This is an optimization exercise on Yosys and OpenROAD, whose aim is small area and a short achievable clock period, not a production implementation.
The RTL was checked by simulation tests, not by an equivalence proof against the original design.
Power is estimated from default activity; no workload was simulated.

## main
// lrm_sample_feeder
module lrm_sample_feeder #(
    parameter int unsigned DEPTH     = 64,
    parameter int unsigned RES_DEPTH = 8
) (
    input  logic                 CLK,
    input  logic                 RESET_N,
    input  logic                 START,
    input  logic                 WR_EN,
    input  logic [lrm_pkg::SAMPLE_W-1:0]  WR_DATA,
    output logic                 FULL,
    input  logic                 LRM_READY,
    output logic [lrm_pkg::DATA_W-1:0]    LRM_XI,
    output logic [lrm_pkg::DATA_W-1:0]    LRM_YI,
    output logic                 LRM_PREDICT,
    output logic                 LRM_VALID,
    input  logic                 LRM_DONE,
    input  logic [lrm_pkg::DATA_W-1:0]    LRM_YP,
    input  logic [lrm_pkg::DATA_W-1:0]    LRM_A,
    input  logic [lrm_pkg::DATA_W-1:0]    LRM_B,
    input  logic                 RD_EN,
    output logic [lrm_pkg::RESULT_W-1:0]  RD_DATA,
    output logic                 RES_EMPTY,
    output logic [lrm_pkg::DATA_W-1:0]    TRAIN_CNT,
    output logic [lrm_pkg::DATA_W-1:0]    OUTSTANDING,
    output logic [lrm_pkg::CYCLE_W-1:0]   CYCLES,
    output logic                 BUSY,
    output logic                 FINISHED,
    output logic                 ERR
);
For scale: ~1500 flip-flops, roughly 55000 sq um of cells after synthesis.
export LEC_CHECK = 0
export CAP_MARGIN = 20
export CORE_MARGIN = 2
export CORE_UTILIZATION = 40
export CTS_CLUSTER_DIAMETER = 120
export CTS_CLUSTER_SIZE = 25
export PLACE_DENSITY = 0.6
export SETUP_SLACK_MARGIN = 2.7
export SLEW_MARGIN = 20
export TNS_END_PERCENT = 100
create_clock -name core_clock -period 5.0 [get_ports {CLK}]
standard.sh (not shown) runs the stock make flow with config.mk's settings and CLKGATE_MAP_FILE= SYNTH_SCRIPT=/design/flow/synth_recipe.tcl, a recipe that flattens the netlist after the stock synthesis.
==> flow/flow/run.sh <==
#!/bin/bash
# The standard layout with three changes: plain buffers (buf_2) on the ports
# instead of the delay buffer buffer_ports picks by default, and timing repair
# free to change a cell's footprint while it resizes.
set -euo pipefail
bash standard.sh BUFFER_PORTS_ARGS="-buffer_cell sky130_fd_sc_hd__buf_2" MATCH_CELL_FOOTPRINT=0 finish > standard_flow.log 2>&1
main completed end to end with timing, DRC and antenna clean.
Here is what was changed in the inputs of the feature branch compared with main.
--- a/flow/design.v
+++ b/flow/design.v
@@ -77,29 +77,12 @@
     localparam int unsigned SW  = lrm_pkg::SAMPLE_W;
     localparam int unsigned RW  = lrm_pkg::RESULT_W;
     localparam int unsigned SMD = DEPTH - 2;        
     localparam int unsigned RMD = RES_DEPTH - 1;    
     localparam int unsigned SCW = $clog2(DEPTH + 1);
     localparam int unsigned RCW = $clog2(RES_DEPTH + 1);
-    localparam int unsigned DW  = lrm_pkg::DATA_W;
-    function automatic logic [15:0] plus1(input logic [15:0] v);
-        logic c;
-        c = 1'b1;
-        for (int i = 0; i < 16; i++) begin
-            plus1[i] = v[i] ^ c;
-            c        = c & v[i];
-        end
-    endfunction
-    function automatic logic [15:0] minus1(input logic [15:0] v);
-        logic b;
-        b = 1'b1;
-        for (int i = 0; i < 16; i++) begin
-            minus1[i] = v[i] ^ b;
-            b         = b & !v[i];
-        end
-    endfunction
     logic stream;                  
     logic stream_next, busy_next, finished_next;
     logic s_empty;                 
     logic r_full;                  
     logic out_zero;
     logic idle;                    
@@ -172,14 +155,14 @@
             s_empty_next = !s_ge2 && !s_push;
         end else begin
             s_h_next     = s_empty ? WR_DATA : s_h;
             s_empty_next = s_empty && !s_push;
         end
         case ({s_push, s_pop})
-            2'b10:   s_cnt_next = SCW'(plus1(16'(s_cnt)));
-            2'b01:   s_cnt_next = SCW'(minus1(16'(s_cnt)));
+            2'b10:   s_cnt_next = s_cnt + SCW'(1);
+            2'b01:   s_cnt_next = s_cnt - SCW'(1);
             default: s_cnt_next = s_cnt;
         endcase
         s_full_next = s_pop ? 1'b0 : (!s_room || (s_cnt == SCW'(DEPTH - 1) && s_push));
         valid_next  = stream_next && !s_empty_next;
     end
     assign s_mhead = s_last_hit ? s_last : (s_hodd ? s_port_o : s_port_e);
@@ -266,14 +249,14 @@
             RES_EMPTY <= 1'b1;
             r_avail   <= 1'b0;
             r_full    <= 1'b0;
             RD_DATA   <= '0;
         end else begin
             case ({r_push, r_pop})
-                2'b10:   r_cnt <= RCW'(plus1(16'(r_cnt)));
-                2'b01:   r_cnt <= RCW'(minus1(16'(r_cnt)));
+                2'b10:   r_cnt <= r_cnt + RCW'(1);
+                2'b01:   r_cnt <= r_cnt - RCW'(1);
                 default: r_cnt <= r_cnt;
             endcase
             if (r_mwe) begin
                 r_wsel <= {r_wsel[RMD-2:0], r_wsel[RMD-1]};
             end
             if (r_pop && r_ge2) begin
@@ -312,16 +295,16 @@
                 CYCLES <= CYCLES + lrm_pkg::CYCLE_W'(1);
             end
             if (s_pop && !s_h[0] && (TRAIN_CNT != {lrm_pkg::DATA_W{1'b1}})) begin
                 TRAIN_CNT <= TRAIN_CNT + lrm_pkg::DATA_W'(1);
             end
             case ({s_pop && s_h[0], LRM_DONE})
-                2'b10: OUTSTANDING <= DW'(plus1(16'(OUTSTANDING)));
+                2'b10: OUTSTANDING <= OUTSTANDING + lrm_pkg::DATA_W'(1);
                 2'b01: begin
                     if (!out_zero) begin
-                        OUTSTANDING <= DW'(minus1(16'(OUTSTANDING)));
+                        OUTSTANDING <= OUTSTANDING - lrm_pkg::DATA_W'(1);
                     end
                 end
                 default: begin
                 end
             endcase
         end
==> comparison <==
- Comparing the feature branch and main, final cell count is lower on the feature branch.
- Compared with main, in the feature branch number of clock buffer instances in the layout fell about 1.7%; share of total power in sequential cells fell 1.3 points; wire length reported by the detailed router fell 1.1 mm.
- | post-route total power | the feature branch vs main | worse |
- Diff main -> the feature branch: clock group share of total power went down 0.8 points, time the final worst path needs with I/O delays and setup flat, synthesized-area fraction occupied by ao, oa, aoi and oai cells held steady, total global-route track usage went down, net count after synthesis decreased about 3%.
- Highest attainable clock frequency: the feature branch vs main, no meaningful difference

==> re-timing with driven ports <==
How much do the figures lean on ideal ports? The routed layouts below were timed once more, with nothing changed but the port constraints. Step 1 (the two cells are an assumption about what drives the block):
set clk [get_ports {CLK}]
set_driving_cell -lib_cell sky130_fd_sc_hd__clkbuf_16 $clk
set_driving_cell -lib_cell sky130_fd_sc_hd__buf_2 [delete_from_list [all_inputs] $clk]
Step 2, shift: input delay + t, output delay - t, t = (earliest + latest rising clock arrival at the registers) / 2. This alone moves slack from input paths to output paths. Three values: ideal, step 1, step 2; two values: the first two.
run	t, ns	setup WS [ns]	worst register clock-pin slew, ns
main	0.781	2.646 / 2.584 / 2.147	0.11 / 0.11
the feature branch	0.776	2.649 / 2.587 / 1.920	0.11 / 0.11
After both steps setup and hold are still met in every run listed. For the feature branch, which loses most, drivers alone change the setup slack by -0.062 ns; drivers and shift together by -0.729 ns.
